Context: an optimization exercise on an open-source flow, tuned for small area, a short achievable clock period and few clock cycles per item. The choices shown serve that exercise and are no tape-out recipe. Only simulation tests tie the RTL to the original design; equivalence was not proved. No activity file was given, so power comes from the tool's default toggle rates.

File: design/flow/flow/run.sh
#!/bin/bash
# The standard layout, with these changes:
#  - the combinational logic of the standard synthesis is re-mapped by ABC
#    (flow/resyn.tcl, flow/resyn.abc) before floorplanning; every flip-flop of the
#    standard synthesis is kept as it is (same instance, name and cell);
#  - every port still gets its own buffer, but a plain buf_1 instead of a delay buffer;
#  - clock tree: clkbuf_8 buffers, no dummy loads.
set -euo pipefail
R=orfs/results/sky130hd/http_request_stream_parser/base
bash standard.sh synth > std_synth.log 2>&1
cp "$R/1_2_yosys.v" "$R/1_2_yosys_standard.v"
YOSYS=$(command -v yosys || echo /OpenROAD-flow-scripts/tools/install/yosys/bin/yosys)
[ -x "$YOSYS" ] || YOSYS="$FLOW_HOME/../tools/install/yosys/bin/yosys"
export RS_LIB="$FLOW_HOME/platforms/sky130hd/lib/sky130_fd_sc_hd__tt_025C_1v80.lib"
export RS_IN="$R/1_2_yosys_standard.v"
export RS_OUT="$PWD/resyn_out.v"
export RS_ABC="$PWD/flow/resyn.abc"
export RS_DONTUSE="$(sed -n '/DONT_USE_CELLS +=/,/^#/p' "$FLOW_HOME/platforms/sky130hd/config.mk" | grep -oE 'sky130_fd_sc_hd__[A-Za-z0-9_]+' | tr '\n' ' ')"
"$YOSYS" -c flow/resyn.tcl > resyn.log 2>&1
cp "$RS_OUT" "$R/1_2_yosys.v"
rm -f "$R/1_synth.odb" "$R/1_synth.sdc"
bash standard.sh \
  "BUFFER_PORTS_ARGS=-buffer_cell sky130_fd_sc_hd__buf_1" \
  "CTS_ARGS=-sink_clustering_enable -repair_clock_nets -buf_list sky130_fd_sc_hd__clkbuf_8 -dont_use_dummy_load" \
  finish > std_finish.log 2>&1
File: design/flow/flow/resyn.abc
strash
balance; resub -K 6 -l; rewrite -l; resub -K 6 -N 2 -l; refactor -l; resub -K 8 -l; balance -l; resub -K 8 -N 2 -l; rewrite -l; resub -K 10 -l; rewrite -z -l; resub -K 10 -N 2 -l; balance -l; resub -K 12 -l; refactor -z -l; resub -K 12 -N 2 -l; rewrite -z -l; balance -l
dch -f
map
topo
buffer -p
upsize
dnsize
File: design/flow/flow/resyn.tcl
# Re-map the combinational logic of a mapped netlist with ABC, keeping every flip-flop
# instance (name, cell type and connections) exactly as it is.
# env: RS_LIB RS_IN RS_OUT RS_ABC RS_DONTUSE
yosys -import
set lib $::env(RS_LIB)
read_liberty -ignore_miss_func $lib
read_verilog $::env(RS_IN)
hierarchy -top http_request_stream_parser
# Sequential cells stay as instances; everything else is inlined and re-mapped.
setattr -mod -set keep_hierarchy 1 sky130_fd_sc_hd__*df* sky130_fd_sc_hd__conb_*
flatten
opt_clean -purge
opt -purge
set dont {}
foreach c [split $::env(RS_DONTUSE) " "] { if {$c ne ""} { lappend dont -dont_use $c } }
abc -liberty $lib {*}$dont -script $::env(RS_ABC)
opt_clean -purge
setundef -zero
hilomap -singleton -hicell sky130_fd_sc_hd__conb_1 HI -locell sky130_fd_sc_hd__conb_1 LO
insbuf -buf sky130_fd_sc_hd__buf_4 A X
opt_clean -purge
yosys rename -hide w:*.*
delete sky130_fd_sc_hd__*
tee -o $::env(RS_OUT).stat stat -liberty $lib
write_verilog -noattr -nohex -nodec $::env(RS_OUT)
File: design/flow/standard.sh
#!/bin/bash
# synth_recipe.tcl (not shown) runs the flow's synth.tcl, then flattens the netlist and writes it again
# the make line also repeats each setting of config.mk as NAME=value (left out here)
make -C /OpenROAD-flow-scripts/flow DESIGN_CONFIG=/design/flow/config.mk WORK_HOME=/design/flow/orfs CLKGATE_MAP_FILE= SYNTH_SCRIPT=/design/flow/synth_recipe.tcl "${@:-finish}"
File: design/flow/config.mk
export PLATFORM = sky130hd
export DESIGN_NAME = http_request_stream_parser
export DESIGN_NICKNAME = http_request_stream_parser
export VERILOG_FILES = /design/flow/design.v
export SDC_FILE = /design/flow/constraint.sdc
export NUM_CORES = 4
export LEC_CHECK = 0
export CAP_MARGIN = 20
export CORE_MARGIN = 2
export CORE_UTILIZATION = 50
export SETUP_SLACK_MARGIN = 4.5
export SLEW_MARGIN = 20
export TNS_END_PERCENT = 0
File: design/flow/constraint.sdc
create_clock -name core_clock -period 7.5 [get_ports {i_clk}]
set_input_delay 1.5000 -clock core_clock [delete_from_list [all_inputs] [get_ports {i_clk}]]
set_output_delay 1.5000 -clock core_clock [all_outputs]
set_load 0.01 [all_outputs]
File: design/flow/design.v
module http_request_stream_parser (
    input  logic          i_clk,
    input  logic          i_rst_n,
    input  logic          in_valid,
    output logic          in_ready,
    input  logic [7:0]    in_byte,
    input  logic          in_restart,
    output logic          out_valid,
    input  logic          out_ready,
    output logic [7:0]    out_byte,
    output logic          out_data_valid,
    output logic [2:0]    field_kind,
    output logic          field_end,
    output logic          drop_line,
    output logic          request_done,
    output logic          parse_error,
    output logic [23:0]   body_length,
    output logic          out_last,
    input  logic          i_cfg_we,
    input  logic [23:0]   i_cfg_data
);
    localparam logic [1:0] PH_REQ  = 2'd0;
    localparam logic [1:0] PH_HDR  = 2'd1;
    localparam logic [1:0] PH_BODY = 2'd2;
    localparam logic [1:0] PH_ERR  = 2'd3;
    localparam logic [2:0] FK_NONE    = 3'd0;
    localparam logic [2:0] FK_PATH    = 3'd2;
    localparam logic [2:0] FK_NAME    = 3'd4;
    localparam logic [2:0] FK_VALUE   = 3'd5;
    localparam logic [2:0] FK_BODY    = 3'd6;
    localparam logic [1:0] HP_EMPTY = 2'd0;
    localparam logic [1:0] HP_NAME  = 2'd1;
    localparam logic [1:0] HP_SKIP  = 2'd2;
    localparam logic [1:0] HP_VALUE = 2'd3;
    localparam logic [2:0] NS_NONE  = 3'd0;
    localparam logic [2:0] NS_SKIP  = 3'd1;
    localparam logic [2:0] NS_PLUS  = 3'd2;
    localparam logic [2:0] NS_DIG   = 3'd3;
    localparam logic [2:0] NS_STOP  = 3'd4;
    localparam logic [2:0] NS_OVF   = 3'd5;
    localparam logic [2:0] NS_DEAD  = 3'd6;
    localparam logic [7:0] CH_CR    = 8'h0D;
    localparam logic [7:0] CH_LF    = 8'h0A;
    localparam logic [7:0] CH_TAB   = 8'h09;
    localparam logic [7:0] CH_SP    = 8'h20;
    localparam logic [7:0] CH_PCT   = 8'h25;
    localparam logic [7:0] CH_PLUS  = 8'h2B;
    localparam logic [7:0] CH_MINUS = 8'h2D;
    localparam logic [7:0] CH_QM    = 8'h3F;
    localparam logic [7:0] CH_COLON = 8'h3A;
    localparam logic [3:0] NAME_LEN   = 4'd14;
    localparam logic [3:0] MATCH_FAIL = 4'd15;
    function automatic logic is_ws(input logic [7:0] c);
        is_ws = (c == CH_SP) || (c == CH_TAB) || (c == 8'h0A) || (c == 8'h0B) ||
                (c == 8'h0C) || (c == CH_CR);
    endfunction
    function automatic logic is_dig(input logic [7:0] c);
        is_dig = (c[7:4] == 4'h3) && (c[3:0] <= 4'd9);
    endfunction
    function automatic logic [7:0] to_lower(input logic [7:0] c);
        to_lower = ((c >= 8'h41) && (c <= 8'h5A)) ? (c | 8'h20) : c;
    endfunction
    function automatic logic [4:0] hex_val(input logic [7:0] c);
        logic [4:0] v;
        v = 5'd0;
        if (is_dig(c)) begin
            v = {1'b1, c[3:0]};
        end else if (((c >= 8'h61) && (c <= 8'h66)) || ((c >= 8'h41) && (c <= 8'h46))) begin
            v = {1'b1, c[3:0] + 4'd9};
        end
        hex_val = v;
    endfunction
    function automatic logic [7:0] hex_pair(input logic [7:0] a, input logic [4:0] hb);
        logic [4:0] ha;
        logic [7:0] v;
        ha = hex_val(a);
        v  = 8'd0;
        if (ha[4]) begin
            v = hb[4] ? {ha[3:0], hb[3:0]} : {4'd0, ha[3:0]};
        end else if ((a == CH_PLUS) || (a == CH_MINUS)) begin
            v = hb[4] ? {4'd0, hb[3:0]} : 8'd0;
            if (a == CH_MINUS) begin
                v = 8'd0 - v;
            end
        end
        hex_pair = v;
    endfunction
    function automatic logic [7:0] name_char(input logic [3:0] i);
        logic [7:0] ch;
        case (i)
            4'd0:    ch = 8'h63;
            4'd1:    ch = 8'h6F;
            4'd2:    ch = 8'h6E;
            4'd3:    ch = 8'h74;
            4'd4:    ch = 8'h65;
            4'd5:    ch = 8'h6E;
            4'd6:    ch = 8'h74;
            4'd7:    ch = 8'h2D;
            4'd8:    ch = 8'h6C;
            4'd9:    ch = 8'h65;
            4'd10:   ch = 8'h6E;
            4'd11:   ch = 8'h67;
            4'd12:   ch = 8'h74;
            4'd13:   ch = 8'h68;
            default: ch = 8'h00;
        endcase
        name_char = ch;
    endfunction
    logic        r_iv;
    logic        r_ir;
    logic [7:0]  r_ib;
    logic        k_cr, k_lf, k_sp, k_tab, k_ws, k_dig, k_hexl, k_pct, k_plus, k_minus;
    logic        k_qm, k_colon, k_up;
    logic [1:0]  r_phase;
    logic [1:0]  r_tok;
    logic        r_in_tok;
    logic        r_query;
    logic [9:0]  r_rg;
    logic        r_cr;
    logic [2:0]  r_num;
    logic        r_em;      
    logic [23:0] r_acc;
    logic [23:0] r_rem;
    logic [23:0] r_max;
    logic        r_sv;
    logic [16:0] r_sk;
    logic        r_ov;
    logic [7:0]  r_od;
    logic        r_odv;
    logic [2:0]  r_ok;
    logic        r_ofe;
    logic        r_odr;
    logic        r_odn;
    logic        r_ope;
    logic        r_ola;
    logic [1:0]  pct;
    logic [7:0]  held;
    logic [1:0]  hpart;
    logic [3:0]  pend;
    logic [3:0]  match;
    assign pct   = r_rg[9:8];
    assign held  = r_rg[7:0];
    assign hpart = r_rg[9:8];
    assign pend  = r_rg[7:4];
    assign match = r_rg[3:0];
    logic        free, go, fin, consume, fin_early;
    logic        acc_we;
    logic [7:0]  c, e, lc;
    logic [27:0] prod;
    logic        ovf;
    logic        gt;
    logic        flush_ok;
    logic [7:0]  flush_ch;
    logic [1:0]  tok_after;
    logic [1:0]  n_phase;
    logic [1:0]  n_tok;
    logic        n_in_tok;
    logic        n_query;
    logic [9:0]  n_rg;
    logic        n_cr;
    logic [2:0]  n_num;
    logic        acc_load, acc_mac, rem_load, rem_dec;
    logic        b_emit;
    logic [7:0]  b_data;
    logic        b_dv;
    logic [2:0]  b_kind;
    logic        b_fend, b_drop, b_done;
    logic        b_last;
    logic        b_perr1;
    logic        ev_done;
    logic        emits_next;
    assign free    = !r_ov || out_ready;
    assign go      = r_iv && !r_sv;
    assign consume = go && fin;
    assign fin_early = !(r_cr && !k_lf) &&
                       !((r_phase == PH_REQ) && (r_tok == 2'd1) && (pct == 2'd2) &&
                         (r_cr || k_ws)) &&
                       !((r_phase == PH_HDR) && !hpart[1] && (pend != 4'd0));
    assign in_ready = !r_iv || (!r_sv && fin_early);
    assign c  = r_ib;
    assign e  = r_cr ? CH_CR : r_ib;
    assign lc = (!r_cr && k_up) ? (r_ib | 8'h20) : e;
    logic e_ws, e_sp, e_tab, e_dig, e_pct, e_plus, e_qm, e_colon, e_hex;
    logic [3:0] e_hv;
    assign e_ws    = r_cr || k_ws;
    assign e_sp    = !r_cr && k_sp;
    assign e_tab   = !r_cr && k_tab;
    assign e_dig   = !r_cr && k_dig;
    assign e_pct   = !r_cr && k_pct;
    assign e_plus  = !r_cr && k_plus;
    assign e_qm    = !r_cr && k_qm;
    assign e_colon = !r_cr && k_colon;
    assign e_hex   = !r_cr && (k_dig || k_hexl);
    assign e_hv    = k_dig ? r_ib[3:0] : (r_ib[3:0] + 4'd9);
    assign prod = {1'b0, r_acc, 3'b000} + {3'b000, r_acc, 1'b0} + {24'd0, c[3:0]};
    assign ovf  = (r_acc > 24'd1677721) || ((r_acc == 24'd1677721) && (c[3:0] > 4'd5));
    always_ff @(posedge i_clk) begin
        gt <= (r_acc > r_max);
    end
    assign flush_ok  = (r_tok == 2'd1) && (pct == 2'd2) && (held != CH_PCT);
    assign flush_ch  = (held == CH_PLUS) ? CH_SP : held;
    assign tok_after = (r_in_tok && (r_tok != 2'd3)) ? (r_tok + 2'd1) : r_tok;
    assign acc_we = go && !r_ir && !r_cr && (r_phase == PH_HDR) && hpart[1] &&
                    (match == NAME_LEN) && k_dig &&
                    ((r_num == NS_SKIP) || (r_num == NS_PLUS) || (r_num == NS_DIG));
    always_comb begin
        if (r_phase == PH_REQ) begin
            emits_next = !k_ws && ((tok_after == 2'd0) || (tok_after == 2'd2) ||
                         ((tok_after == 2'd1) && !k_qm && !k_pct));
        end else if ((hpart == HP_SKIP) || (hpart == HP_VALUE)) begin
            emits_next = !k_cr;
        end else begin
            emits_next = !k_cr && !k_sp;
        end
    end
    always_comb begin
        n_phase  = r_phase;
        n_tok    = r_tok;
        n_in_tok = r_in_tok;
        n_query  = r_query;
        n_rg     = r_rg;
        n_cr     = r_cr;
        n_num    = r_num;
        acc_load = 1'b0;
        acc_mac  = 1'b0;
        rem_load = 1'b0;
        rem_dec  = 1'b0;
        b_emit   = 1'b0;
        b_data   = 8'd0;
        b_dv     = 1'b0;
        b_kind   = FK_NONE;
        b_fend   = 1'b0;
        b_drop   = 1'b0;
        b_done   = 1'b0;
        b_perr1  = 1'b0;
        ev_done  = 1'b1;
        fin      = 1'b1;
        b_last   = 1'b1;
        if (r_ir) begin
            n_phase  = PH_REQ;
            n_tok    = 2'd0;
            n_in_tok = 1'b0;
            n_query  = 1'b0;
            n_rg     = 10'd0;
            n_cr     = 1'b0;
            n_num    = NS_NONE;
        end else if (r_phase == PH_ERR) begin
        end else if (r_phase == PH_BODY) begin
            rem_dec = 1'b1;
            b_emit  = 1'b1;
            b_data  = c;
            b_dv    = 1'b1;
            b_kind  = FK_BODY;
            if (r_rem == 24'd1) begin
                b_fend   = 1'b1;
                b_done   = 1'b1;
                n_phase  = PH_REQ;
                n_tok    = 2'd0;
                n_in_tok = 1'b0;
                n_query  = 1'b0;
                n_rg     = 10'd0;
                n_cr     = 1'b0;
                n_num    = NS_NONE;
            end
        end else if (r_cr && k_lf) begin
            if (r_phase == PH_REQ) begin
                if (r_in_tok && flush_ok) begin
                    b_emit    = 1'b1;
                    b_data    = flush_ch;
                    b_dv      = 1'b1;
                    b_kind    = FK_PATH;
                    b_perr1   = 1'b1;
                    n_rg[9:8] = 2'd0;
                    fin       = 1'b0;
                    b_last    = 1'b0;
                end else begin
                    if (r_in_tok && (r_tok != 2'd3)) begin
                        b_emit = 1'b1;
                        b_kind = {1'b0, r_tok} + 3'd1;
                        b_fend = 1'b1;
                    end
                    n_cr = 1'b0;
                    if (tok_after != 2'd3) begin
                        n_phase = PH_ERR;
                    end else begin
                        n_phase  = PH_HDR;
                        n_tok    = 2'd0;
                        n_in_tok = 1'b0;
                        n_query  = 1'b0;
                        n_rg     = 10'd0;
                    end
                end
            end else begin
                n_cr = 1'b0;
                if (hpart == HP_EMPTY) begin
                    if (((r_num == NS_DIG) || (r_num == NS_STOP)) && (r_acc != 24'd0)) begin
                        if (gt) begin
                            n_phase = PH_ERR;
                        end else begin
                            n_phase  = PH_BODY;
                            rem_load = 1'b1;
                        end
                    end else if (r_num == NS_OVF) begin
                        n_phase = PH_ERR;
                    end else begin
                        b_emit   = 1'b1;
                        b_done   = 1'b1;
                        n_phase  = PH_REQ;
                        n_tok    = 2'd0;
                        n_in_tok = 1'b0;
                        n_query  = 1'b0;
                        n_rg     = 10'd0;
                        n_num    = NS_NONE;
                    end
                end else begin
                    b_emit = 1'b1;
                    if (hpart == HP_NAME) begin
                        b_kind = FK_NAME;
                        b_drop = 1'b1;
                    end else begin
                        b_kind = FK_VALUE;
                        b_fend = 1'b1;
                    end
                    n_rg = 10'd0;
                end
            end
        end else if (!r_cr && k_cr) begin
            n_cr = 1'b1;
        end else begin
            if (r_phase == PH_REQ) begin
                if (e_ws) begin
                    if (r_in_tok) begin
                        if (flush_ok) begin
                            b_emit    = 1'b1;
                            b_data    = flush_ch;
                            b_dv      = 1'b1;
                            b_kind    = FK_PATH;
                            n_rg[9:8] = 2'd0;
                            ev_done   = 1'b0;
                        end else begin
                            if (r_tok != 2'd3) begin
                                b_emit = 1'b1;
                                b_kind = {1'b0, r_tok} + 3'd1;
                                b_fend = 1'b1;
                            end
                            n_tok     = tok_after;
                            n_in_tok  = 1'b0;
                            n_query   = 1'b0;
                            n_rg[9:8] = 2'd0;
                        end
                    end
                end else begin
                    n_in_tok = 1'b1;
                    if (r_tok == 2'd1) begin
                        if (!r_query) begin
                            if (e_qm) begin
                                if (flush_ok) begin
                                    b_emit = 1'b1;
                                    b_data = flush_ch;
                                    b_dv   = 1'b1;
                                    b_kind = FK_PATH;
                                end
                                n_rg[9:8] = 2'd0;
                                n_query   = 1'b1;
                            end else if (pct == 2'd1) begin
                                n_rg = {2'd2, e};
                            end else if (pct == 2'd2) begin
                                b_emit    = 1'b1;
                                b_data    = hex_pair(held, {e_hex, e_hv});
                                b_dv      = 1'b1;
                                b_kind    = FK_PATH;
                                n_rg[9:8] = 2'd0;
                            end else if (e_pct) begin
                                n_rg[9:8] = 2'd1;
                            end else begin
                                b_emit = 1'b1;
                                b_data = e_plus ? CH_SP : e;
                                b_dv   = 1'b1;
                                b_kind = FK_PATH;
                            end
                        end
                    end else if (r_tok != 2'd3) begin
                        b_emit = 1'b1;
                        b_data = e;
                        b_dv   = 1'b1;
                        b_kind = {1'b0, r_tok} + 3'd1;
                    end
                end
            end else if ((hpart == HP_SKIP) || (hpart == HP_VALUE)) begin
                if (!((hpart == HP_SKIP) && (e_sp || e_tab))) begin
                    n_rg[9:8] = HP_VALUE;
                    b_emit    = 1'b1;
                    b_data    = e;
                    b_dv      = 1'b1;
                    b_kind    = FK_VALUE;
                    if (match == NAME_LEN) begin
                        case (r_num)
                            NS_SKIP: begin
                                if (!e_ws) begin
                                    if (e_plus) begin
                                        n_num = NS_PLUS;
                                    end else if (e_dig) begin
                                        acc_load = 1'b1;
                                        n_num    = NS_DIG;
                                    end else begin
                                        n_num = NS_DEAD;
                                    end
                                end
                            end
                            NS_PLUS: begin
                                if (e_dig) begin
                                    acc_load = 1'b1;
                                    n_num    = NS_DIG;
                                end else begin
                                    n_num = NS_DEAD;
                                end
                            end
                            NS_DIG: begin
                                if (!e_dig) begin
                                    n_num = NS_STOP;
                                end else if (ovf) begin
                                    n_num = NS_OVF;
                                end else begin
                                    acc_mac = 1'b1;
                                end
                            end
                            default: begin
                            end
                        endcase
                    end
                end
            end else begin
                n_rg[9:8] = HP_NAME;
                if (e_colon) begin
                    b_emit    = 1'b1;
                    b_kind    = FK_NAME;
                    b_fend    = 1'b1;
                    n_rg[9:8] = HP_SKIP;
                    n_rg[7:4] = 4'd0;
                    if (match == NAME_LEN) begin
                        n_num = NS_SKIP;
                    end
                end else if (e_sp) begin
                    if (pend < 4'd8) begin
                        n_rg[7:4] = pend + 4'd1;
                    end else begin
                        b_emit = 1'b1;
                        b_data = CH_SP;
                        b_dv   = 1'b1;
                        b_kind = FK_NAME;
                    end
                end else if (pend != 4'd0) begin
                    b_emit    = 1'b1;
                    b_data    = CH_SP;
                    b_dv      = 1'b1;
                    b_kind    = FK_NAME;
                    n_rg[7:4] = pend - 4'd1;
                    n_rg[3:0] = MATCH_FAIL;
                    ev_done   = 1'b0;
                end else begin
                    if ((match < NAME_LEN) && (lc == name_char(match))) begin
                        n_rg[3:0] = match + 4'd1;
                    end else begin
                        n_rg[3:0] = MATCH_FAIL;
                    end
                    b_emit = 1'b1;
                    b_data = lc;
                    b_dv   = 1'b1;
                    b_kind = FK_NAME;
                end
            end
            if (r_cr) begin
                fin    = 1'b0;
                b_last = ev_done && !emits_next;
                if (ev_done) begin
                    n_cr = 1'b0;
                end
            end else begin
                fin    = ev_done;
                b_last = ev_done;
            end
        end
        if (fin && !b_emit && !r_em) begin
            b_emit = 1'b1;
        end
    end
    always_ff @(posedge i_clk) begin
        if (!i_rst_n) begin
            r_iv <= 1'b0;
        end else if (in_ready) begin
            r_iv <= in_valid;
        end else if (consume) begin
            r_iv <= 1'b0;
        end
    end
    always_ff @(posedge i_clk) begin
        if (in_ready) begin
            r_ib    <= in_byte;
            r_ir    <= in_restart;
            k_cr    <= (in_byte == CH_CR);
            k_lf    <= (in_byte == CH_LF);
            k_sp    <= (in_byte == CH_SP);
            k_tab   <= (in_byte == CH_TAB);
            k_ws    <= is_ws(in_byte);
            k_dig   <= is_dig(in_byte);
            k_hexl  <= ((in_byte >= 8'h61) && (in_byte <= 8'h66)) ||
                       ((in_byte >= 8'h41) && (in_byte <= 8'h46));
            k_pct   <= (in_byte == CH_PCT);
            k_plus  <= (in_byte == CH_PLUS);
            k_minus <= (in_byte == CH_MINUS);
            k_qm    <= (in_byte == CH_QM);
            k_colon <= (in_byte == CH_COLON);
            k_up    <= (in_byte >= 8'h41) && (in_byte <= 8'h5A);
        end
    end
    always_ff @(posedge i_clk) begin
        if (!i_rst_n) begin
            r_phase  <= PH_REQ;
            r_tok    <= 2'd0;
            r_in_tok <= 1'b0;
            r_query  <= 1'b0;
            r_rg     <= 10'd0;
            r_cr     <= 1'b0;
            r_num    <= NS_NONE;
            r_em     <= 1'b0;
        end else if (go) begin
            r_phase  <= n_phase;
            r_tok    <= n_tok;
            r_in_tok <= n_in_tok;
            r_query  <= n_query;
            r_rg     <= n_rg;
            r_cr     <= n_cr;
            r_num    <= n_num;
            r_em     <= fin ? 1'b0 : (r_em || b_emit);
        end
    end
    always_ff @(posedge i_clk) begin
        if (acc_we) begin
            r_acc <= (r_num == NS_DIG) ? prod[23:0] : {20'd0, c[3:0]};
        end
        if (go) begin
            if (rem_load) begin
                r_rem <= r_acc;
            end else if (rem_dec) begin
                r_rem <= r_rem - 24'd1;
            end
        end
    end
    always_ff @(posedge i_clk) begin
        if (!i_rst_n) begin
            r_max <= 24'd1048576;
        end else if (i_cfg_we) begin
            r_max <= i_cfg_data;
        end
    end
    logic [16:0] beat;
    assign beat = {b_data, b_dv, b_kind, b_fend, b_drop, b_done,
                   fin ? (n_phase == PH_ERR) : b_perr1, b_last};
    always_ff @(posedge i_clk) begin
        if (!i_rst_n) begin
            r_ov <= 1'b0;
            r_sv <= 1'b0;
        end else begin
            if (free) begin
                r_ov <= r_sv || (go && b_emit);
            end
            if (r_sv) begin
                if (free) begin
                    r_sv <= 1'b0;
                end
            end else if (go && b_emit && !free) begin
                r_sv <= 1'b1;
            end
        end
    end
    always_ff @(posedge i_clk) begin
        if (!r_sv) begin
            r_sk <= beat;
        end
    end
    always_ff @(posedge i_clk) begin
        if (free) begin
            {r_od, r_odv, r_ok, r_ofe, r_odr, r_odn, r_ope, r_ola} <= r_sv ? r_sk : beat;
        end
    end
    assign out_valid      = r_ov;
    assign out_byte       = r_od;
    assign out_data_valid = r_odv;
    assign field_kind     = r_ok;
    assign field_end      = r_ofe;
    assign drop_line      = r_odr;
    assign request_done   = r_odn;
    assign parse_error    = r_ope;
    assign body_length    = (r_odn && r_odv) ? r_acc : 24'd0;
    assign out_last       = r_ola;
endmodule
==> metrics.cfg, run 1 <==
[drt]
vias = 11000
met1Wirelength_mm = 16.6
ant_nets = 0
met3_length_mm = 3.80
drtPass1Iterations = 6
via_per_inst = 6.07
wl_mm = 36.5
highest_layer = met4
wl_per_cell_um = 20.1
drtIter0Drc = 1276
wl_met2_mm = 15.3
drc = 0

[global_route]
antenna_found_initial = 0
grt_usage_pct = 33.7
grt-ovfl-total = 0
grt_pass1_vias = 9668
grt_max_degree = 49
grt_pass1_wl_mm = 56.0

[worst_setup_path]
crit_path_frequent_cell = inv_2
crit_family = simple AND/OR/NAND/NOR gates
cp.arrival_ps = 1770
critPathLaunchType = register
worstSetupPathType = reg2out
cp_slowest_cell = dfxtp_2
cp_max_fo = 2
crit_chain = inv_2 -> nand2_4 -> nor3_4 -> nor2_2 -> a221oi_2 -> inv_2 -> nand2_8 -> buf_6
regToRegSetupSlack_ps = 4320
cp-end-kind = output pin
critical_path_required_ps = 6000
cp_slowest_stage_delay_ps = 330
crit_buf_inv = 3

[die]
core_area_mm2 = 0.0197
start_util_pct = 51.3
dieArea_mm2 = 0.0213
fp-row-count = 51
die_h_um = 146
die_x_um = 146
io_pins = 81

[clock_tree]
holdBufCountCts = 0
clkTransAtPathRegs_ps = 80
cts_root_buf = clkbuf_8
cts_tree = built
cts-htree-levels = 4
numCtsBuffers = 17
cts_sinks = 159
clk_latency_ps = 480
cts.path.max_buffers = 2

[layout]
fin_util_pct = 58.8
n_antenna_cell = 0
layout.nets = 1594
drive_above_1_share_pct = 10.1
area_growth_pct = 14.5

[timing]
rsz0062_at_grt = yes
maxSlewViolCount = 0
post-route-period-util_pct = 43.6
min_period_ps = 3270
setup_slack_ps = 4230
slew_headroom_pct = 42.2
tightest_slew_ps = 866
clock.fmax_mhz = 306
setup_viol_count_final = 0
clock_skew_ps = 37.3
fin_setup_tns_ps = 0
finalHoldViolations = 0

[run_status]
status = complete, no violations

[logic_synthesis]
netlist_area_mm2 = 0.0101
synth_nets = 1459
yosys_warnings = 1
synth_cells = 1421
avgSynthCellArea_um2 = 7.10

[pwr]
design_power_total_mw = 1.86
peakVddDrop_uv = 103
p_leak_nw = 4.75
powerDensity_mw_per_mm2 = 161

[place]
gp_congestion = 1.04
portBuffers = 80
dp_slack_ps = 3440
dp_hpwl_mm = 26.9

[min_path]
hp-class = reg2reg

[job]
cap_violations = 0

==> state kept, by name (all words and copies together), names as in the netlist, 2 cells and up, named ones only <==
name,flops
r_tok,2
r_ib,8
r_sk,17
r_ok,3
r_max,24
r_rg,10
r_num,3
r_rem,24
r_od,8
r_acc,24
r_phase,2
==> per-stage QoR <==
| stage | hold WS (ps) | instance area, um^2 | instances |
|---|---|---|---|
| global placement | 435 | 10700 | 1757 |
| finish | 459 | 11600 | 1819 |
| CTS | 458 | 11300 | 1796 |
| floorplan | 415 | 10100 | 1421 |
| global route | 496 | 11600 | 1819 |
| detailed placement | 437 | 10700 | 1757 |
==> layout make-up <==
| type | count | area (um^2) |
|---|---|---|
| repair buffers | 134 | 731 |
| well taps | 265 | 332 |
| flip-flops and latches | 159 | 4060 |
| clock buffers | 17 | 234 |
| inverters | 202 | 777 |
| multi-input cells | 1042 | 5420 |
| fillers | 1922 | 8100 |
==> worst paths after layout <==
check,start,end,cells past startpoint
worst min register to register,r_sk[9],r_sk[9],2
worst min-delay path,r_sk[9],r_sk[9],2
worst max register to register,r_acc[12],register,15
worst max-delay path,r_rg[5],in_ready,8
==> routing by layer <==
layer	vias up	global-route usage (%)
li1	5196	-
met1	5141	51.4
met2	623	48.4
met3	75	6.94
met4	0	9.17
met5	-	0
==> placed cells by master, fill, tap and decap left out, types with 36 or more instances in the layout <==
| master | instances |
|---|---|
| a21oi_1 | 123 |
| buf_1 | 78 |
| buf_4 | 52 |
| dfxtp_1 | 66 |
| edfxtp_1 | 86 |
| inv_1 | 187 |
| nand2_1 | 188 |
| nand3_1 | 36 |
| nor2_1 | 277 |
| o21ai_0 | 131 |
==> worst reg2reg max path, cell delays in order, from the launching register on <==
cell and delay [ps]:
edfxtp_1 450, inv_1 280, nand4_1 140, nor4_1 290
nand4_1 280, nand2_2 180, nor3_2 80, a21oi_4 190
nand3_4 160, nand2_1 100, o21ai_1 150, or2_1 290
a21oi_1 240, nor2_1 70, nand2_1 60, o21ai_0 80
==> report_power, final <==
group / internal, mW / switching [mW]
combinational: 0.119 / 0.242
sequential: 0.965 / 0.0410
clock: 0.200 / 0.291
==> timing repair <==
action | in CTS | in global routing
pin swaps | 8 | 10
gates resized for setup | 41 | 33
endpoints found under the setup margin | 83 | 122
hold endpoints to repair | 0 | 0
gates cloned | 1 | 0
setup buffers | 21 | 23
Testbench counts, summed over its fixed seeds: cycles 43,451, bytes 43,435.
==> run 2, diff against run 1 <==
--- a/design/flow/design.v
+++ b/design/flow/design.v
@@ -203,6 +203,13 @@
     assign acc_we = go && !r_ir && !r_cr && (r_phase == PH_HDR) && hpart[1] &&
                     (match == NAME_LEN) && k_dig &&
                     ((r_num == NS_SKIP) || (r_num == NS_PLUS) || (r_num == NS_DIG));
+    logic name_hit;
+    always_comb begin
+        name_hit = 1'b0;
+        for (int i = 0; i < 14; i++) begin
+            name_hit = name_hit || ((match == 4'(i)) && (lc == name_char(4'(i))));
+        end
+    end
     always_comb begin
         if (r_phase == PH_REQ) begin
             emits_next = !k_ws && ((tok_after == 2'd0) || (tok_after == 2'd2) ||
@@ -458,7 +465,7 @@
                     n_rg[3:0] = MATCH_FAIL;
                     ev_done   = 1'b0;
                 end else begin
-                    if ((match < NAME_LEN) && (lc == name_char(match))) begin
+                    if (name_hit) begin
                         n_rg[3:0] = match + 4'd1;
                     end else begin
                         n_rg[3:0] = MATCH_FAIL;
==> run 2 against run 1 <==
Effect of this change:
- synthesized area down 0.76%
- clock power down 1%
- synthesized cell count unchanged
- sequential power down 6%
- critical endpoint unchanged
- power down 7.5%
- register-to-register slack worse by 30 ps
- sequential cell count down 7
- cell count up 0.82%
- first-iteration DRC count down 11%
- utilization up 0.52 points
- combinational power down 22%
- critical path depth down 2
- still clean on timing, DRC and antenna
==> metrics.cfg, run 2 <==
[run_status]
status = complete, no violations

[layout]
final_cell_mix = 283 x nor2_1, 202 x inv_1, 170 x nand2_1
area_growth_pct = 15.6
finalInstanceArea_mm2 = 0.0116
nFillCells = 1910
finalNonFillerCells = 1834
drive_above_1_share_pct = 11.5
layout.nets = 1609
largest_registers = r_acc x24, r_max x24, r_rem x24
n_antenna_cell = 0
layout.cells.most_common = nor2_1

[drt]
wl_per_cell_um = 20.2
vias = 11100
wl_mm = 37.0
drc = 0
drtIter0Drc = 1132
via_per_inst = 6.04
ant_nets = 0
drtPass1Iterations = 7

[worst_setup_path]
cp_max_fo = 6
cp.arrival_ps = 1730
worstSetupPathType = reg2out
cp-end-kind = output pin
critical_path_required_ps = 6000
critPathLaunchType = register

[logic_synthesis]
synth_nets = 1459
yosys_warnings = 1
avgSynthCellArea_um2 = 7.04
synth_cells = 1421
netlist_area_mm2 = 0.0100

[timing]
setup_viol_count_final = 0
tightest_slew_ps = 936
clock_skew_ps = 25.0
rsz0062_at_grt = yes
finalHoldViolations = 0
min_period_ps = 3230
clock.fmax_mhz = 310
holdWs_ps = 465
slew_headroom_pct = 36.7
maxSlewViolCount = 0
fin_setup_tns_ps = 0
post-route-period-util_pct = 43.0

[die]
start_util_pct = 51.3
fp-row-count = 51
dieArea_mm2 = 0.0212
io_pins = 81
die_h_um = 146
core_area_mm2 = 0.0195
die_x_um = 146

[clock_tree]
cts_sinks = 152
cts_tree = built
holdBufCountCts = 0
clkTransAtPathRegs_ps = 90
clk_latency_ps = 450
numCtsBuffers = 17
cts-htree-levels = 4
cts_root_buf = clkbuf_8
cts.path.max_buffers = 2

[global_route]
antenna_found_initial = 0
grt_max_degree = 49
grt_usage_pct = 34.2
grt-ovfl-total = 0
grt_pass1_vias = 10400
grt_pass1_wl_mm = 56.7

[min_path]
hp-class = reg2reg

[pwr]
design_power_total_mw = 1.72
p_leak_nw = 4.75
powerDensity_mw_per_mm2 = 148
peakVddDrop_uv = 132

[place]
portBuffers = 80
dpl_cell_area_mm2 = 0.0107
gp_congestion = 1.05
dp.cells = 1763
dp_hpwl_mm = 27.4

[job]
cap_violations = 0

## run 2: through the flow
stage	utilization, %	setup slack, ps
2_1_floorplan	-	4470
5_1_grt	59.3	4060
3_5_place_dp	54.7	3510
6_report	59.3	4270
4_1_cts	58.6	4290
3_3_place_gp	54.7	3550
## run 2: area by class of cell
class                           instances  area, um^2  share of cell area (%)
Multi-Input combinational cell       1031        5420                    46.8
Clock buffer                           17         234                    2.02
Timing Repair Buffer                  140         792                    6.84
Tap cell                              265         332                    2.86
Inverter                              229         877                    7.58
Sequential cell                       152        3930                    33.9
## run 2: final timing paths
check,from,end,slack (ps),cells after the start
min,r_sk[2],r_sk[2],470,2
max reg2reg,r_acc[4],r_acc[23],4290,18
max,r_rg[6],in_ready,4270,6
min reg2reg,r_sk[2],r_sk[2],470,2
## run 2: report_power, final
group / switching (mW) / internal [mW]
Combinational: 0.191 / 0.0902
Clock: 0.284 / 0.200
Sequential: 0.0341 / 0.919
Total: 0.509 / 1.21
## run 2: repair_timing
item,CTS,global route
gates resized for setup,51,12
setup endpoints to repair,118,122
cloned,2,1
setup buffers,40,11
pin swaps,15,9
## run 2: worst max-delay path, cell delays in order (launching register included)
cell and delay [ps]:
dfxtp_1 570, nor3_4 100, inv_2 100, nand2_4 60, o2111ai_4 250, nand2_4 80
buf_6 130
## run 2: metal layers
metal	up-vias	global-route usage [%]	wire [um]
met5	-	0	0
met2	606	56.3	17300
met4	0	22.3	2570
met3	149	6.33	3040
met1	5104	41.3	14100
li1	5216	-	-
Testbench counts of run 2, summed over its fixed seeds: cycles 43,451, bytes 43,435.
==> run 3, diff against run 2 <==
--- a/design/flow/design.v
+++ b/design/flow/design.v
@@ -203,13 +203,6 @@
     assign acc_we = go && !r_ir && !r_cr && (r_phase == PH_HDR) && hpart[1] &&
                     (match == NAME_LEN) && k_dig &&
                     ((r_num == NS_SKIP) || (r_num == NS_PLUS) || (r_num == NS_DIG));
-    logic name_hit;
-    always_comb begin
-        name_hit = 1'b0;
-        for (int i = 0; i < 14; i++) begin
-            name_hit = name_hit || ((match == 4'(i)) && (lc == name_char(4'(i))));
-        end
-    end
     always_comb begin
         if (r_phase == PH_REQ) begin
             emits_next = !k_ws && ((tok_after == 2'd0) || (tok_after == 2'd2) ||
@@ -465,7 +458,7 @@
                     n_rg[3:0] = MATCH_FAIL;
                     ev_done   = 1'b0;
                 end else begin
-                    if (name_hit) begin
+                    if ((match < NAME_LEN) && (lc == name_char(match))) begin
                         n_rg[3:0] = match + 4'd1;
                     end else begin
                         n_rg[3:0] = MATCH_FAIL;
--- a/design/flow/flow/run.sh
+++ b/design/flow/flow/run.sh
@@ -4,7 +4,8 @@
 #    (flow/resyn.tcl, flow/resyn.abc) before floorplanning; every flip-flop of the
 #    standard synthesis is kept as it is (same instance, name and cell);
 #  - every port still gets its own buffer, but a plain buf_1 instead of a delay buffer;
-#  - clock tree: clkbuf_8 buffers, no dummy loads.
+#  - clock tree: clkbuf_8 buffers under a clkbuf_16 root, clusters of up to 30 sinks,
+#    no dummy loads.
 set -euo pipefail
 R=orfs/results/sky130hd/http_request_stream_parser/base
 bash standard.sh synth > std_synth.log 2>&1
@@ -21,5 +22,5 @@
 rm -f "$R/1_synth.odb" "$R/1_synth.sdc"
 bash standard.sh \
   "BUFFER_PORTS_ARGS=-buffer_cell sky130_fd_sc_hd__buf_1" \
-  "CTS_ARGS=-sink_clustering_enable -repair_clock_nets -buf_list sky130_fd_sc_hd__clkbuf_8 -dont_use_dummy_load" \
+  "CTS_ARGS=-sink_clustering_enable -repair_clock_nets -buf_list sky130_fd_sc_hd__clkbuf_8 -root_buf sky130_fd_sc_hd__clkbuf_16 -dont_use_dummy_load -sink_clustering_size 30 -sink_clustering_max_diameter 100" \
   finish > std_finish.log 2>&1
==> run 3 against run 2 <==
Effect of this change:
- synthesized cell count is the same
- wire length is essentially flat
- worst hold slack lost 8.7 ps
- design area grew 1.4%
- via count grew 0.51%
- non-clock buffer count grew 7
- first-iteration DRC count grew 16%
- global-route usage shrank 0.43 points
- maximum frequency grew 0.96%
- combinational power grew 31%
- utilization grew 0.46 points
- critical path type unchanged
==> metrics.cfg, run 3 <==
[run_status]
status = complete, no violations

[layout]
drive_above_1_share_pct = 12.0
multi_input_area_mm2 = 0.00549
seq_area_mm2 = 0.00406
layout.nets = 1608
largest_registers = r_acc x24, r_max x24, r_rem x24
finalInstanceArea_mm2 = 0.0117
final_cell_mix = 275 x nor2_1, 185 x inv_1, 185 x nand2_1
n_antenna_cell = 0
area_growth_pct = 16.4
layout.cells.most_common = nor2_1
nFillCells = 1899

[clock_tree]
cts-htree-levels = 4
cts_tree = built
numCtsBuffers = 17
clkTransAtPathRegs_ps = 80
cts_root_buf = clkbuf_16
cts.path.max_buffers = 2
holdBufCountCts = 0
cts_sinks = 159
clk_latency_ps = 400

[place]
dpl_cell_area_mm2 = 0.0107
gp_congestion = 1.04
dp_hpwl_mm = 26.9
portBuffers = 80

[global_route]
antenna_found_initial = 0
grt_pass1_vias = 9701
grt_usage_pct = 33.8
grt_pass1_wl_mm = 56.0
grt-ovfl-total = 0
grt_max_degree = 49

[logic_synthesis]
avgSynthCellArea_um2 = 7.10
yosys_warnings = 1
netlist_area_mm2 = 0.0101
synth_nets = 1459
synth_cells = 1421

[die]
die_h_um = 146
die_x_um = 146
core_area_mm2 = 0.0197
fp-row-count = 51
start_util_pct = 51.3
dieArea_mm2 = 0.0213
io_pins = 81

[pwr]
p_leak_nw = 4.81
p_seq_share_pct = 53.5
peakVddDrop_uv = 117
p_comb_share_pct = 19.5
p_sw_share_pct = 30.8
p_int_mw = 1.30
p_sw_uw = 579
clkPwrFrac_pct = 27.0
powerDensity_mw_per_mm2 = 160

[drt]
ant_nets = 0
wl_per_cell_um = 20.2
drtIter0Drc = 1312
vias = 11100
wl_mm = 37.0
via_per_inst = 6.07
drc = 0
drtPass1Iterations = 6

[worst_setup_path]
critical_path_required_ps = 6000
cp_max_fo = 5
cp.arrival_ps = 1700
critPathLaunchType = register
worstSetupPathType = reg2out
cp-end-kind = output pin

[timing]
clock.fmax_mhz = 313
fin_setup_tns_ps = 0
post-route-period-util_pct = 42.6
maxSlewViolCount = 0
finalHoldViolations = 0
min_period_ps = 3200
tightest_slew_ps = 873
setup_viol_count_final = 0
slew_headroom_pct = 41.8
clock_skew_ps = 40.2
rsz0062_at_grt = yes

[job]
cap_violations = 0

[min_path]
hp-class = reg2reg

[run 3: critical path, cell delays in order, from the launching register on]
cell      delay (ps)
dfxtp_4          360
nor2_4           110
buf_6            140
nor2_4            60
inv_2             60
nor2_2            40
a221oi_2         240
inv_2            100
nand2_8           90
buf_6            110
[run 3: cell type report]
class | instances | area share (%)
Timing Repair inverter | 1 | 0.0639
Inverter | 202 | 6.65
Timing Repair Buffer | 147 | 7.08
Sequential cell | 159 | 34.6
Clock buffer | 17 | 2.09
Tap cell | 265 | 2.82
Multi-Input combinational cell | 1042 | 46.7
[run 3: routing by layer]
metal	share of wire [%]	up-vias	global-route usage, %	wire (um)
li1	-	5223	-	-
met1	44	5127	51.2	16300
met2	42	688	48.2	15400
met3	11	93	7.00	4220
met4	2.8	0	10.3	1030
met5	0	-	0	0
[run 3: final timing paths]
kind	start	to	slack, ps	depth (start not counted)
setup reg to reg	r_acc[7]	register	4410	14
hold reg to reg	r_sk[9]	r_sk[9]	460	2
hold / removal	r_sk[9]	r_sk[9]	460	2
setup / recovery	r_phase[0]	in_ready	4300	9
[run 3: what timing repair did]
| action | 4_1_cts | 5_1_grt |
|---|---|---|
| endpoints found under the hold margin | 0 | 0 |
| endpoints found under the setup margin | 83 | 122 |
| cloned | 1 | 1 |
| gates resized for setup | 42 | 57 |
| setup buffers | 24 | 33 |
| pin swaps | 8 | 19 |
[run 3: power groups by stage]
| stage | clock, mW | sequential, mW | combinational [mW] |
|---|---|---|---|
| finish | 0.507 | 1.01 | 0.368 |
| floorplan | 0 | 1.01 | 0.199 |
| CTS | 0.513 | 1.00 | 0.338 |
| detailed placement | 0 | 1.02 | 0.308 |
| global placement | 0 | 1.02 | 0.311 |
| global route | 0.539 | 1.01 | 0.397 |
[run 3: per-stage QoR]
| step | std cells | power [mW] | utilization [%] | hold WS (ps) | setup slack [ps] |
|---|---|---|---|---|---|
| floorplan | 1421 | 1.21 | - | 415 | 3870 |
| finish | 1833 | 1.88 | 59.8 | 457 | 4300 |
| global placement | 1757 | 1.33 | 54.7 | 435 | 3490 |
| CTS | 1799 | 1.86 | 57.6 | 457 | 4290 |
| detailed placement | 1757 | 1.33 | 54.7 | 437 | 3440 |
| global route | 1833 | 1.95 | 59.8 | 496 | 4240 |
Testbench counts of run 3, summed over its fixed seeds: cycles 43,451, bytes 43,435.
==> run 4, diff against run 3 <==
--- a/design/flow/design.v
+++ b/design/flow/design.v
@@ -119,11 +119,13 @@
     logic        r_cr;
     logic [2:0]  r_num;
     logic        r_em;      
+    logic        r_pct2;    
+    logic        r_hsp;     
     logic [23:0] r_acc;
     logic [23:0] r_rem;
     logic [23:0] r_max;
     logic        r_sv;
-    logic [16:0] r_sk;
+    logic [17:0] r_sk;
     logic        r_ov;
     logic [7:0]  r_od;
     logic        r_odv;
@@ -133,6 +135,7 @@
     logic        r_odn;
     logic        r_ope;
     logic        r_ola;
+    logic        r_obl;     
     logic [1:0]  pct;
     logic [7:0]  held;
     logic [1:0]  hpart;
@@ -172,10 +175,7 @@
     assign free    = !r_ov || out_ready;
     assign go      = r_iv && !r_sv;
     assign consume = go && fin;
-    assign fin_early = !(r_cr && !k_lf) &&
-                       !((r_phase == PH_REQ) && (r_tok == 2'd1) && (pct == 2'd2) &&
-                         (r_cr || k_ws)) &&
-                       !((r_phase == PH_HDR) && !hpart[1] && (pend != 4'd0));
+    assign fin_early = !(r_cr && !k_lf) && !(r_pct2 && (r_cr || k_ws)) && !r_hsp;
     assign in_ready = !r_iv || (!r_sv && fin_early);
     assign c  = r_ib;
     assign e  = r_cr ? CH_CR : r_ib;
@@ -523,7 +523,11 @@
             r_cr     <= 1'b0;
             r_num    <= NS_NONE;
             r_em     <= 1'b0;
+            r_pct2   <= 1'b0;
+            r_hsp    <= 1'b0;
         end else if (go) begin
+            r_pct2   <= (n_phase == PH_REQ) && (n_tok == 2'd1) && (n_rg[9:8] == 2'd2);
+            r_hsp    <= (n_phase == PH_HDR) && !n_rg[9] && (n_rg[7:4] != 4'd0);
             r_phase  <= n_phase;
             r_tok    <= n_tok;
             r_in_tok <= n_in_tok;
@@ -553,8 +557,8 @@
             r_max <= i_cfg_data;
         end
     end
-    logic [16:0] beat;
-    assign beat = {b_data, b_dv, b_kind, b_fend, b_drop, b_done,
+    logic [17:0] beat;
+    assign beat = {b_done && b_dv, b_data, b_dv, b_kind, b_fend, b_drop, b_done,
                    fin ? (n_phase == PH_ERR) : b_perr1, b_last};
     always_ff @(posedge i_clk) begin
         if (!i_rst_n) begin
@@ -580,7 +584,7 @@
     end
     always_ff @(posedge i_clk) begin
         if (free) begin
-            {r_od, r_odv, r_ok, r_ofe, r_odr, r_odn, r_ope, r_ola} <= r_sv ? r_sk : beat;
+            {r_obl, r_od, r_odv, r_ok, r_ofe, r_odr, r_odn, r_ope, r_ola} <= r_sv ? r_sk : beat;
         end
     end
     assign out_valid      = r_ov;
@@ -591,6 +595,6 @@
     assign drop_line      = r_odr;
     assign request_done   = r_odn;
     assign parse_error    = r_ope;
-    assign body_length    = (r_odn && r_odv) ? r_acc : 24'd0;
+    assign body_length    = r_obl ? r_acc : 24'd0;
     assign out_last       = r_ola;
 endmodule
==> run 4 against run 3 <==
Effect of this change:
- critical path type unchanged
- sequential power barely moved
- count of clock-buffer cells in the layout stayed put
- clock power up 0.8%
- utilization down 1.3 points
- wire length grew 1.2%
==> metrics.cfg, run 4 <==
[run_status]
status = complete, no violations

[timing]
post-route-period-util_pct = 42.0
slew_headroom_pct = 39.8
clock.fmax_mhz = 317
tightest_slew_ps = 903
setup_slack_ps = 4350
min_period_ps = 3150
maxSlewViolCount = 0
fin_setup_tns_ps = 0
clock_skew_ps = 33.1
setup_viol_count_final = 0
finalHoldViolations = 0
rsz0062_at_grt = yes

[drt]
drtPass1Iterations = 6
ant_nets = 0
wl_mm = 37.4
wl_per_cell_um = 19.5
drtIter0Drc = 1308
drc = 0
via_per_inst = 6.04
vias = 11600

[layout]
largest_registers = r_acc x24, r_max x24, r_rem x24
finalInstanceArea_mm2 = 0.0123
area_growth_pct = 14.6
n_antenna_cell = 0
drive_above_1_share_pct = 11.3
layout.cells.most_common = nor2_1
layout.nets = 1683
fin_util_pct = 58.5
final_cell_mix = 299 x nor2_1, 187 x inv_1, 180 x nand2_1

[clock_tree]
holdBufCountCts = 0
cts_sinks = 163
cts.path.max_buffers = 2
clkTransAtPathRegs_ps = 70
clk_latency_ps = 390
cts_tree = built
cts_root_buf = clkbuf_16
cts-htree-levels = 4
numCtsBuffers = 17

[global_route]
antenna_found_initial = 0
grt_max_degree = 49
grt_usage_pct = 32.5
grt_pass1_vias = 10000
grt_pass1_wl_mm = 56.3
grt-ovfl-total = 0

[die]
core_area_mm2 = 0.0210
fp-row-count = 53
die_x_um = 151
io_pins = 81
start_util_pct = 51.1
die_h_um = 151
dieArea_mm2 = 0.0227

[place]
gp_congestion = 1.05
dpl_cell_area_mm2 = 0.0114
dp_hpwl_mm = 27.8
dp_slack_ps = 3550
portBuffers = 80

[worst_setup_path]
cp_max_fo = 11
critPathLaunchType = register
cp-end-kind = output pin
worstSetupPathType = reg2out
cp.arrival_ps = 1650
critical_path_required_ps = 6000

[pwr]
design_power_total_mw = 1.88
powerDensity_mw_per_mm2 = 153
p_leak_nw = 4.93
peakVddDrop_uv = 107

[logic_synthesis]
synth_cells = 1513
yosys_warnings = 1
netlist_area_mm2 = 0.0107
synth_nets = 1551
avgSynthCellArea_um2 = 7.09

[min_path]
hp-class = reg2reg

[job]
cap_violations = 0

run 4: path summary, 6_finish.rpt:
path               to  depth (start not counted)    start  slack [ps]
max          in_ready                          5     k_ws        4350
min           r_sk[2]                          2  r_sk[2]         470
max reg2reg  register                         17  r_rg[6]        4380
min reg2reg   r_sk[2]                          2  r_sk[2]         470
run 4: power by group:
group          total, mW  switching (mW)  internal [mW]
Clock              0.511           0.296          0.215
Combinational      0.348           0.235          0.113
Sequential          1.02          0.0405          0.984
run 4: timing repair:
action	4_1_cts	5_1_grt
pin swaps	2	21
resized for setup	25	57
setup buffers	5	36
setup endpoints to repair	106	108
cloned	2	1
endpoints found under the hold margin	0	0
run 4: final cells by class:
class                      instances  area [um^2]
timing repair inverter             2         12.5
inverter                         213          845
tap                              275          344
clock buffer                      17          245
fill                            2041         8720
timing repair buffer             128          742
multi-input combinational       1120         5960
sequential                       163         4150
run 4: stage by stage:
step | cells | hold WS [ps]
floorplan | 1513 | 418
global placement | 1857 | 431
detailed placement | 1857 | 450
CTS | 1881 | 467
global route | 1918 | 493
finish | 1918 | 466
run 4: metal layers:
metal | GRT usage (%) | routed length (um)
met5 | 0 | 0
met4 | 7.64 | 760
met3 | 6.24 | 3940
met2 | 47.5 | 15700
met1 | 49.3 | 17000
run 4: worst max-delay path, cell delays in order (launching register included):
cell      delay, ps
edfxtp_1        520
nor2_8          190
o221ai_4        140
nand2_4         110
buf_12          140
buf_2           140
Testbench counts of run 4, summed over its fixed seeds: cycles 43,451, bytes 43,435.

==> separate check: timing with driven ports <==
In the flow no input, the clock included, has a driving cell. The finished layouts below were timed again as built, in two steps. Step 1, drivers: a clkbuf_16 drives i_clk and a buf_2 each remaining input, both assumed. Step 2 moves the port delays by t, midway between the first and last clock arrival at a register: inputs arrive t later, outputs are due t later. That takes back most of the time a late clock gives input paths. Three values: ideal ports, drivers, drivers and shift; two values: the first two.
run	t, ns	slack for setup (ns)	clock arrival spread, ns
run 1	0.503	4.227 / 4.183 / 3.981	0.040 / 0.040
run 2	0.484	4.272 / 4.227 / 4.294	0.025 / 0.025
run 3	0.428	4.302 / 4.253 / 4.049	0.042 / 0.043
run 4	0.427	4.348 / 4.298 / 4.181	0.034 / 0.033
After both steps every run listed still meets setup and hold. The setup slack of run 3, which loses most, moves by -0.049 ns with the drivers and by -0.253 ns with both steps.
